This design comes from an exercise in tuning for small area and a short achievable clock period on the open sky130 flow, not from production work.
Function was checked by simulation only, so behaviour that the tests miss may differ from the original.
Power is estimated from default activity; no workload was simulated.

File: flow/config.mk
export PLATFORM = sky130hd
export DESIGN_NAME = ioPlatformTop
export DESIGN_NICKNAME = ioPlatformTop
export VERILOG_FILES = /design/flow/design.v
export SDC_FILE = /design/flow/constraint.sdc
export NUM_CORES = 4
export LEC_CHECK = 0
export CAP_MARGIN = 20
export CORE_MARGIN = 2
export CORE_UTILIZATION = 40
export SLEW_MARGIN = 20
File: flow/design.v
package ioPlatformPkg;
  typedef logic [31:0] ioAddrT;
  typedef logic [63:0] ioDataT;
  typedef enum logic [1:0] {
    DevErr,
    DevClint,
    DevPlic
  } ioDevE;
  localparam ioAddrT ClintBase = 32'h1140_0000;
  localparam ioAddrT ClintMask = 32'h0000_FFFF;
  localparam ioAddrT PlicBase  = 32'h1100_0000;
  localparam ioAddrT PlicMask  = 32'h003F_FFFF;
  localparam ioAddrT ClintMsipOff = 32'h0000_0000;
  localparam ioAddrT ClintCmpOff  = 32'h0000_4000;
  localparam ioAddrT ClintTimeOff = 32'h0000_BFF8;
  localparam ioAddrT PlicPrioOff  = 32'h0000_0000;
  localparam ioAddrT PlicPendOff  = 32'h0000_1000;
  localparam ioAddrT PlicEnOff    = 32'h0000_2000;
  localparam ioAddrT PlicThrOff   = 32'h0020_0000;
  localparam ioAddrT PlicClaimOff = 32'h0020_0008;
  localparam int PrioWidth = 3;
endpackage
module ioAddrDecoder (
  input  logic   clk_i,
  input  logic   arstN_i,
  input  logic   reqValid_i,
  input  ioPlatformPkg::ioAddrT reqAddr_i,
  output logic   errReq_o,
  output logic   clintReq_o,
  output logic   plicReq_o,
  input  ioPlatformPkg::ioDataT errRdata_i,
  input  ioPlatformPkg::ioDataT clintRdata_i,
  input  ioPlatformPkg::ioDataT plicRdata_i,
  input  logic   errFlag_i,
  output logic   rspValid_o,
  output ioPlatformPkg::ioDataT rspData_o,
  output logic   rspErr_o
);
  ioPlatformPkg::ioDevE devSel;
  ioPlatformPkg::ioDevE selQ;
  logic  validQ;
  function automatic logic inRegion(ioPlatformPkg::ioAddrT addr, ioPlatformPkg::ioAddrT base, ioPlatformPkg::ioAddrT mask);
    inRegion = (addr & ~mask) == base;
  endfunction
  always_comb begin
    devSel = ioPlatformPkg::DevErr;
    if (inRegion(reqAddr_i, ioPlatformPkg::ClintBase, ioPlatformPkg::ClintMask)) begin
      devSel = ioPlatformPkg::DevClint;
    end else if (inRegion(reqAddr_i, ioPlatformPkg::PlicBase, ioPlatformPkg::PlicMask)) begin
      devSel = ioPlatformPkg::DevPlic;
    end
  end
  assign errReq_o   = reqValid_i && (devSel == ioPlatformPkg::DevErr);
  assign clintReq_o = reqValid_i && (devSel == ioPlatformPkg::DevClint);
  assign plicReq_o  = reqValid_i && (devSel == ioPlatformPkg::DevPlic);
  always_ff @(posedge clk_i or negedge arstN_i) begin
    if (!arstN_i) begin
      validQ <= 1'b0;
      selQ   <= ioPlatformPkg::DevErr;
    end else begin
      validQ <= reqValid_i;
      if (reqValid_i) begin
        selQ <= devSel;
      end
    end
  end
  always_comb begin
    case (selQ)
      ioPlatformPkg::DevClint: rspData_o = clintRdata_i;
      ioPlatformPkg::DevPlic:  rspData_o = plicRdata_i;
      default:  rspData_o = errRdata_i;
    endcase
  end
  assign rspValid_o = validQ;
  assign rspErr_o   = (selQ == ioPlatformPkg::DevErr) && errFlag_i;
endmodule
module ioErrorSink (
  input  logic   clk_i,
  input  logic   arstN_i,
  input  logic   req_i,
  output ioPlatformPkg::ioDataT rdata_o,
  output logic   errFlag_o
);
  logic errQ;
  always_ff @(posedge clk_i or negedge arstN_i) begin
    if (!arstN_i) begin
      errQ <= 1'b0;
    end else begin
      errQ <= req_i;
    end
  end
  assign rdata_o   = '0;
  assign errFlag_o = errQ;
endmodule
module clintTimer #(
  parameter int NumHarts = 2
) (
  input  logic                clk_i,
  input  logic                arstN_i,
  input  logic                req_i,
  input  logic                write_i,
  input  ioPlatformPkg::ioAddrT              addr_i,
  input  ioPlatformPkg::ioDataT              wdata_i,
  output ioPlatformPkg::ioDataT              rdata_o,
  output logic [NumHarts-1:0] msip_o,
  output logic [NumHarts-1:0] mtip_o
);
  ioPlatformPkg::ioAddrT              off;
  logic [NumHarts-1:0] msipSel;
  logic [NumHarts-1:0] cmpSel;
  logic                timeSel;
  ioPlatformPkg::ioDataT              rdNext;
  logic [NumHarts-1:0] msipQ;
  ioPlatformPkg::ioDataT              cmpQ [NumHarts];
  ioPlatformPkg::ioDataT              mtimeQ;
  ioPlatformPkg::ioDataT              rdataQ;
  assign off = addr_i & ioPlatformPkg::ClintMask;
  always_comb begin
    for (int h = 0; h < NumHarts; h++) begin
      msipSel[h] = off == ioPlatformPkg::ClintMsipOff + ioPlatformPkg::ioAddrT'(8 * h);
      cmpSel[h]  = off == ioPlatformPkg::ClintCmpOff + ioPlatformPkg::ioAddrT'(8 * h);
    end
    timeSel = off == ioPlatformPkg::ClintTimeOff;
  end
  always_ff @(posedge clk_i or negedge arstN_i) begin
    if (!arstN_i) begin
      msipQ  <= '0;
      mtimeQ <= '0;
      for (int h = 0; h < NumHarts; h++) begin
        cmpQ[h] <= '0;
      end
    end else begin
      if (req_i && write_i && timeSel) begin
        mtimeQ <= wdata_i;
      end else begin
        mtimeQ <= mtimeQ + 64'd1;
      end
      for (int h = 0; h < NumHarts; h++) begin
        if (req_i && write_i && msipSel[h]) begin
          msipQ[h] <= wdata_i[0];
        end
        if (req_i && write_i && cmpSel[h]) begin
          cmpQ[h] <= wdata_i;
        end
      end
    end
  end
  always_comb begin
    rdNext = '0;
    if (!write_i) begin
      for (int h = 0; h < NumHarts; h++) begin
        if (msipSel[h]) begin
          rdNext = ioPlatformPkg::ioDataT'(msipQ[h]);
        end
        if (cmpSel[h]) begin
          rdNext = cmpQ[h];
        end
      end
      if (timeSel) begin
        rdNext = mtimeQ;
      end
    end
  end
  always_ff @(posedge clk_i) begin
    if (req_i) begin
      rdataQ <= rdNext;
    end
  end
  assign rdata_o = rdataQ;
  assign msip_o  = msipQ;
  always_comb begin
    for (int h = 0; h < NumHarts; h++) begin
      mtip_o[h] = mtimeQ >= cmpQ[h];
    end
  end
endmodule
module plicGateway #(
  parameter int NumIrqs = 8
) (
  input  logic               clk_i,
  input  logic               arstN_i,
  input  logic [NumIrqs-1:0] irqLevel_i,
  input  logic [NumIrqs-1:0] claim_i,
  input  logic [NumIrqs-1:0] complete_i,
  output logic [NumIrqs-1:0] pending_o
);
  logic [NumIrqs-1:0] pendingQ;
  logic [NumIrqs-1:0] inFlightQ;
  logic [NumIrqs-1:0] pendingNext;
  logic [NumIrqs-1:0] inFlightNext;
  assign pendingNext  = (pendingQ | (irqLevel_i & ~inFlightQ)) & ~claim_i;
  assign inFlightNext = (inFlightQ | claim_i) & ~complete_i;
  always_ff @(posedge clk_i or negedge arstN_i) begin
    if (!arstN_i) begin
      pendingQ  <= '0;
      inFlightQ <= '0;
    end else begin
      pendingQ  <= pendingNext;
      inFlightQ <= inFlightNext;
    end
  end
  assign pending_o = pendingQ;
endmodule
module plicCore #(
  parameter int NumHarts = 2,
  parameter int NumIrqs  = 8
) (
  input  logic                clk_i,
  input  logic                arstN_i,
  input  logic                req_i,
  input  logic                write_i,
  input  ioPlatformPkg::ioAddrT              addr_i,
  input  ioPlatformPkg::ioDataT              wdata_i,
  input  logic [NumIrqs-1:0]  pending_i,
  output logic [NumIrqs-1:0]  claim_o,
  output logic [NumIrqs-1:0]  complete_o,
  output ioPlatformPkg::ioDataT              rdata_o,
  output logic [NumHarts-1:0] extIrq_o
);
  localparam int IdW = $clog2(NumIrqs);
  ioPlatformPkg::ioAddrT              off;
  logic [NumIrqs-1:0]  prioSel;
  logic                pendSel;
  logic [NumHarts-1:0] enSel;
  logic [NumHarts-1:0] thrSel;
  logic [NumHarts-1:0] claimSel;
  logic [ioPlatformPkg::PrioWidth-1:0] prioQ [NumIrqs];
  logic [NumIrqs-1:0]   enQ [NumHarts];
  logic [ioPlatformPkg::PrioWidth-1:0] thrQ [NumHarts];
  logic [IdW-1:0]       bestId [NumHarts];
  logic [ioPlatformPkg::PrioWidth-1:0] bestPrio [NumHarts];
  ioPlatformPkg::ioDataT rdNext;
  ioPlatformPkg::ioDataT rdataQ;
  assign off = addr_i & ioPlatformPkg::PlicMask;
  assign pendSel = off == ioPlatformPkg::PlicPendOff;
  always_comb begin
    for (int s = 0; s < NumIrqs; s++) begin
      prioSel[s] = off == ioPlatformPkg::PlicPrioOff + ioPlatformPkg::ioAddrT'(8 * s);
    end
    for (int c = 0; c < NumHarts; c++) begin
      enSel[c]    = off == ioPlatformPkg::PlicEnOff + ioPlatformPkg::ioAddrT'(32'h80 * c);
      thrSel[c]   = off == ioPlatformPkg::PlicThrOff + ioPlatformPkg::ioAddrT'(32'h1000 * c);
      claimSel[c] = off == ioPlatformPkg::PlicClaimOff + ioPlatformPkg::ioAddrT'(32'h1000 * c);
    end
  end
  always_ff @(posedge clk_i or negedge arstN_i) begin
    if (!arstN_i) begin
      for (int s = 0; s < NumIrqs; s++) begin
        prioQ[s] <= '0;
      end
      for (int c = 0; c < NumHarts; c++) begin
        enQ[c]  <= '0;
        thrQ[c] <= '0;
      end
    end else if (req_i && write_i) begin
      for (int s = 1; s < NumIrqs; s++) begin
        if (prioSel[s]) begin
          prioQ[s] <= wdata_i[ioPlatformPkg::PrioWidth-1:0];
        end
      end
      for (int c = 0; c < NumHarts; c++) begin
        if (enSel[c]) begin
          enQ[c] <= wdata_i[NumIrqs-1:0];
        end
        if (thrSel[c]) begin
          thrQ[c] <= wdata_i[ioPlatformPkg::PrioWidth-1:0];
        end
      end
    end
  end
  always_comb begin
    for (int c = 0; c < NumHarts; c++) begin
      bestId[c]   = '0;
      bestPrio[c] = '0;
      for (int s = 1; s < NumIrqs; s++) begin
        if (pending_i[s] && enQ[c][s] && prioQ[s] > bestPrio[c]) begin
          bestId[c]   = IdW'(s);
          bestPrio[c] = prioQ[s];
        end
      end
      extIrq_o[c] = bestPrio[c] > thrQ[c];
    end
  end
  always_comb begin
    claim_o    = '0;
    complete_o = '0;
    for (int c = 0; c < NumHarts; c++) begin
      if (req_i && claimSel[c]) begin
        if (write_i) begin
          if (wdata_i < ioPlatformPkg::ioDataT'(NumIrqs)) begin
            complete_o[wdata_i[IdW-1:0]] = 1'b1;
          end
        end else if (bestId[c] != '0) begin
          claim_o[bestId[c]] = 1'b1;
        end
      end
    end
  end
  always_comb begin
    rdNext = '0;
    if (!write_i) begin
      for (int s = 0; s < NumIrqs; s++) begin
        if (prioSel[s]) begin
          rdNext = ioPlatformPkg::ioDataT'(prioQ[s]);
        end
      end
      if (pendSel) begin
        rdNext = ioPlatformPkg::ioDataT'(pending_i);
      end
      for (int c = 0; c < NumHarts; c++) begin
        if (enSel[c]) begin
          rdNext = ioPlatformPkg::ioDataT'(enQ[c]);
        end
        if (thrSel[c]) begin
          rdNext = ioPlatformPkg::ioDataT'(thrQ[c]);
        end
        if (claimSel[c]) begin
          rdNext = ioPlatformPkg::ioDataT'(bestId[c]);
        end
      end
    end
  end
  always_ff @(posedge clk_i) begin
    if (req_i) begin
      rdataQ <= rdNext;
    end
  end
  assign rdata_o = rdataQ;
endmodule
module ioPlatformTop #(
  parameter int NumHarts = 2,
  parameter int NumIrqs  = 8
) (
  input  logic                clk_i,
  input  logic                arstN_i,
  input  logic                reqValid_i,
  input  logic                reqWrite_i,
  input  ioPlatformPkg::ioAddrT              reqAddr_i,
  input  ioPlatformPkg::ioDataT              reqWdata_i,
  input  logic                uartIrq_i,
  input  logic                sdIrq_i,
  output logic                rspValid_o,
  output ioPlatformPkg::ioDataT              rspData_o,
  output logic                rspErr_o,
  output logic [NumHarts-1:0] msip_o,
  output logic [NumHarts-1:0] mtip_o,
  output logic [NumHarts-1:0] extIrq_o
);
  logic   errReq;
  logic   clintReq;
  logic   plicReq;
  ioPlatformPkg::ioDataT errRdata;
  ioPlatformPkg::ioDataT clintRdata;
  ioPlatformPkg::ioDataT plicRdata;
  logic   errFlag;
  logic [NumIrqs-1:0] irqLines;
  logic [NumIrqs-1:0] pending;
  logic [NumIrqs-1:0] claim;
  logic [NumIrqs-1:0] complete;
  ioAddrDecoder decoder (
    .clk_i,
    .arstN_i,
    .reqValid_i,
    .reqAddr_i,
    .errReq_o     (errReq),
    .clintReq_o   (clintReq),
    .plicReq_o    (plicReq),
    .errRdata_i   (errRdata),
    .clintRdata_i (clintRdata),
    .plicRdata_i  (plicRdata),
    .errFlag_i    (errFlag),
    .rspValid_o,
    .rspData_o,
    .rspErr_o
  );
  ioErrorSink errorSink (
    .clk_i,
    .arstN_i,
    .req_i     (errReq),
    .rdata_o   (errRdata),
    .errFlag_o (errFlag)
  );
  clintTimer #(
    .NumHarts (NumHarts)
  ) clint (
    .clk_i,
    .arstN_i,
    .req_i   (clintReq),
    .write_i (reqWrite_i),
    .addr_i  (reqAddr_i),
    .wdata_i (reqWdata_i),
    .rdata_o (clintRdata),
    .msip_o,
    .mtip_o
  );
  plicGateway #(
    .NumIrqs (NumIrqs)
  ) gateway (
    .clk_i,
    .arstN_i,
    .irqLevel_i (irqLines),
    .claim_i    (claim),
    .complete_i (complete),
    .pending_o  (pending)
  );
  plicCore #(
    .NumHarts (NumHarts),
    .NumIrqs  (NumIrqs)
  ) plic (
    .clk_i,
    .arstN_i,
    .req_i      (plicReq),
    .write_i    (reqWrite_i),
    .addr_i     (reqAddr_i),
    .wdata_i    (reqWdata_i),
    .pending_i  (pending),
    .claim_o    (claim),
    .complete_o (complete),
    .rdata_o    (plicRdata),
    .extIrq_o
  );
  always_comb begin
    irqLines    = '0;
    irqLines[1] = uartIrq_i;
    irqLines[2] = sdIrq_i;
  end
endmodule
File: flow/constraint.sdc
create_clock -name core_clock -period 13.0 [get_ports {clk_i}]
set_input_delay 2.6000 -clock core_clock [delete_from_list [all_inputs] [get_ports {clk_i}]]
set_output_delay 2.6000 -clock core_clock [all_outputs]
set_load 0.01 [all_outputs]
File: flow/run.sh
#!/bin/bash
# synth_recipe.tcl (not shown) runs the flow's synth.tcl, then flattens the netlist and writes it again
# the make line also repeats each setting of config.mk as NAME=value (left out here)
make -C /OpenROAD-flow-scripts/flow DESIGN_CONFIG=/design/flow/config.mk WORK_HOME=/design/flow/orfs CLKGATE_MAP_FILE= SYNTH_SCRIPT=/design/flow/synth_recipe.tcl finish
==> run summary <==
min Tclk post-route 12600 ps; Total Wirelength 63400 um; clock sink count 323; # rows 82; FF-to-FF setup slack ~3000 ps; worst-case clock skew 22.7 ps; hpwl dp 44100 um; CTS Root Buffer Type clkbuf_16; setup_tns 0 ps; CTS max path bufs 3; synthesized flop and latch total between 300 and 400; DRT Pass-1 Iters 8; register area share after synthesis 42.1%; reg2reg end gateway.pendingQ[7]; total power 2.22 mW; Placed Cells 2933; Final #Nets 2591; initial antenna violation count 3; cells after synthesis 2168; Register Area 8450 um^2; most frequent cells in the layout dfrtp_1, nand2_1, o21ai_0, nor2_1, ha_1; Hold Path Origin plic.enQ[1][0]; Via density 5.68; worst min-delay path category reg2reg; wire per inst 21.1 um; worst hold endpoint plic.enQ[1][0]; GR Overflow Total 0; I/O pins 174; Slowest Stage Delay on Critical Path around 560 ps; Core Util, Final a little under half; FF-to-FF Start plic.prioQ[1][2]; slew margin rel. between 20% and 30%; crit-path max FO 8; result of the run timing/DRC/antenna clean; Layout area overhead 18.6%; Clock Latency Late Sink 570 ps; ANT cells 0; syn nets around 2500; H-tree depth 2; Filler Cell Count 4833; Pwr per Cell Area 93.3 nW/um^2; Initial DRC Count 1438; Worst Tran Pin Value 1130 ps; P_leak 10.7 nW; Max-Cap Viols 0; Most Frequent Cell on Critical Path ha_1; endpoints failing hold 0; area of the multi-input gates 10600 um^2; nature of the critical path startpoint flop; Port Buffers 173; Post-synth top flop dfrtp_1; number of buffers created by CTS 39; Worst path slowest cell clkdlybuf4s50_1; CP Data Arrival Time approximately 10000 ps; Finished Layout Cells 3011; Worst-path clk slew 50 ps; syn_area_per_cell 9.25 um^2; Syn Std Cell Area 20100 um^2; first-pass GRT wire length about 100000 um; share of synthesized flip-flops with an asynchronous set or reset 77.7%; Cell variety after synth 88; Die Ht 228 um; final setup fails 0; Max Freq 79.4 MHz; vias in the first global route between 15000 and 20000; Synth Warn # 12; Slew Limit Fails 0; TritonCTS clock tree done; Crit. End Element primary output; maximum VDD drop 80.4 uV; Core ar. about 50000 um^2; Remaining DRCs 0; crit share post-route 96.9%; Hold Buf Count CTS 0; die width 228 um; ANT nets after route 0; Reg2Reg Depth 42; via count 17100; Tot GR Track Use 24.2%; Crit path required time around 10000 ps; number of flops mapped to enable cells by yosys 72; WHS Path Cells 2; largest net degree at the start of global routing roughly 130; layout cells sized above 1 a little over 7%; most common cell after layout, fill and taps aside dfrtp_1; Initial Util 40.2%; die area 52000 um^2; Routability Congestion just over 0.9; critical path type reg2out
[flip-flops by register name, summed over array words and instances (netlist names)]
| register | cells |
|---|---|
| clint.mtimeQ | 64 |
| clint.cmpQ | 128 |
| plic.thrQ | 6 |
| clint.msipQ | 2 |
| gateway.inFlightQ | 2 |
| plic.rdataQ | 8 |
| clint.rdataQ | 64 |
| gateway.pendingQ | 8 |
| decoder.selQ | 2 |
| plic.enQ | 16 |
| errorSink.errQ | 1 |
| decoder.validQ | 1 |
| plic.prioQ | 21 |
[routing by layer]
layer  share of wire (%)  global-route usage, %
met1                  45                   33.1
met2                  46                   39.3
met3                 5.5                   3.40
met4                 3.1                   8.21
met5               0.038                      0
[power breakdown]
part / total (mW) / switching, mW / internal, mW
clock: 1.10 / 0.451 / 0.652
sequential: 1.03 / 0.0000658 / 1.03
combinational: 0.0839 / 0.0515 / 0.0324
total: 2.22 / 0.502 / 1.72
[layout make-up]
class / count / share of cell area, %
clock buffer: 51 / 4.59
timing repair buffer: 198 / 8.11
tap: 672 / 3.54
inverter: 178 / 2.81
multi-input combinational: 1569 / 44.6
clock inverter: 20 / 0.773
sequential: 323 / 35.5
[per-stage QoR]
step	setup WS, ps	instance area, um^2	hold WS [ps]
6_report	404	23800	507
5_1_grt	-106	23800	527
4_1_cts	12.5	23700	506
3_5_place_dp	437	22400	496
3_3_place_gp	610	22400	477
2_1_floorplan	1200	20100	451
[how the worst max path moves through the flow]
stage	from	endpoint	slack, ps	depth (start not counted)
finish	plic.prioQ[1][2]	extIrq_o[0]	400	40
global route	plic.prioQ[1][2]	extIrq_o[0]	-110	40
floorplan	gateway.pendingQ[1]	extIrq_o[0]	1200	38
CTS	gateway.pendingQ[1]	extIrq_o[1]	10	42
global placement	gateway.pendingQ[1]	extIrq_o[0]	610	39
detailed placement	gateway.pendingQ[1]	extIrq_o[0]	440	42
[cell usage after synthesis, types with 4 or more instances]
master | count | area share [%]
clkbuf_1 | 71 | 1.3
a22oi_1 | 13 | 0.49
or3_1 | 5 | 0.16
a221oi_1 | 6 | 0.26
nor2b_1 | 22 | 0.69
mux2_2 | 33 | 1.9
edfxtp_1 | 72 | 11
and3_1 | 24 | 0.75
nand2b_1 | 12 | 0.37
nand3b_1 | 4 | 0.15
o21a_1 | 7 | 0.26
mux2i_1 | 18 | 0.90
and4_1 | 9 | 0.39
and2_1 | 67 | 2.1
nor2_1 | 191 | 3.6
xnor2_1 | 20 | 0.87
inv_1 | 176 | 3.3
nor4_1 | 26 | 0.81
a21o_1 | 57 | 2.1
a31oi_1 | 9 | 0.28
buf_4 | 11 | 0.41
xor2_1 | 43 | 1.9
a222oi_1 | 69 | 3.4
buf_2 | 12 | 0.30
a211oi_1 | 4 | 0.15
a211o_1 | 4 | 0.17
ha_1 | 180 | 11
dfrtp_1 | 251 | 31
a311oi_1 | 5 | 0.22
nor3_1 | 20 | 0.50
o21ai_0 | 193 | 4.8
nand3_1 | 50 | 1.2
o211ai_1 | 4 | 0.15
nand2_1 | 235 | 4.4
a21oi_1 | 122 | 3.0
or4_1 | 4 | 0.15
nand4_1 | 42 | 1.3
[critical path: cells and delay by family, from the launching register on]
family	cells	cell delay, ps
compound gates	18	3200
fa+ha+maj	7	2030
buf+inv	4	980
flops	1	430
mux	5	1440
simple gates	6	1330
[cells by family after synthesis]
| family | share of synthesized area, % |
|---|---|
| XOR/XNOR | 2.75 |
| AO/OA/AOI/OAI | 17.3 |
| flip-flops | 42.1 |
| multiplexers | 2.94 |
| AND/OR/NAND/NOR | 18.2 |
| buffers and inverters | 5.45 |
| adder cells (fa/ha/maj) | 11.3 |
[what timing repair did]
item                       in CTS  in global routing
hold endpoints to repair        0                  0
pin swaps                       1                  0
setup buffers                   1                  6
setup endpoints to repair       1                  2
gates resized for setup         0                 15

==> static timing again, ports no longer ideal <==
The flow's constraints put no driver on any port. The routed layout listed below was extracted and timed again, unchanged, in two steps. Step 1 assumes that a clkbuf_16 drives the clock port and a buf_2 every other input. Step 2 adds t to the input delays and takes it off the output delays; t is the mean of the earliest and latest rising clock arrival at the registers after step 1. Input paths then give back, and output paths get back, about the clock's delay inside the block. a / b / c = ideal ports / drivers / drivers and shift; a / b = the first two.
shift t [ns]: 0.615
setup slack, ns: 0.404 / 0.347 / 0.962
worst setup path after step 2: register to output
latest minus earliest clock arrival (ns): 0.027 / 0.027
After both steps this run still meets setup and hold. For this run, drivers alone change the setup slack by -0.057 ns; drivers and shift together by +0.558 ns.
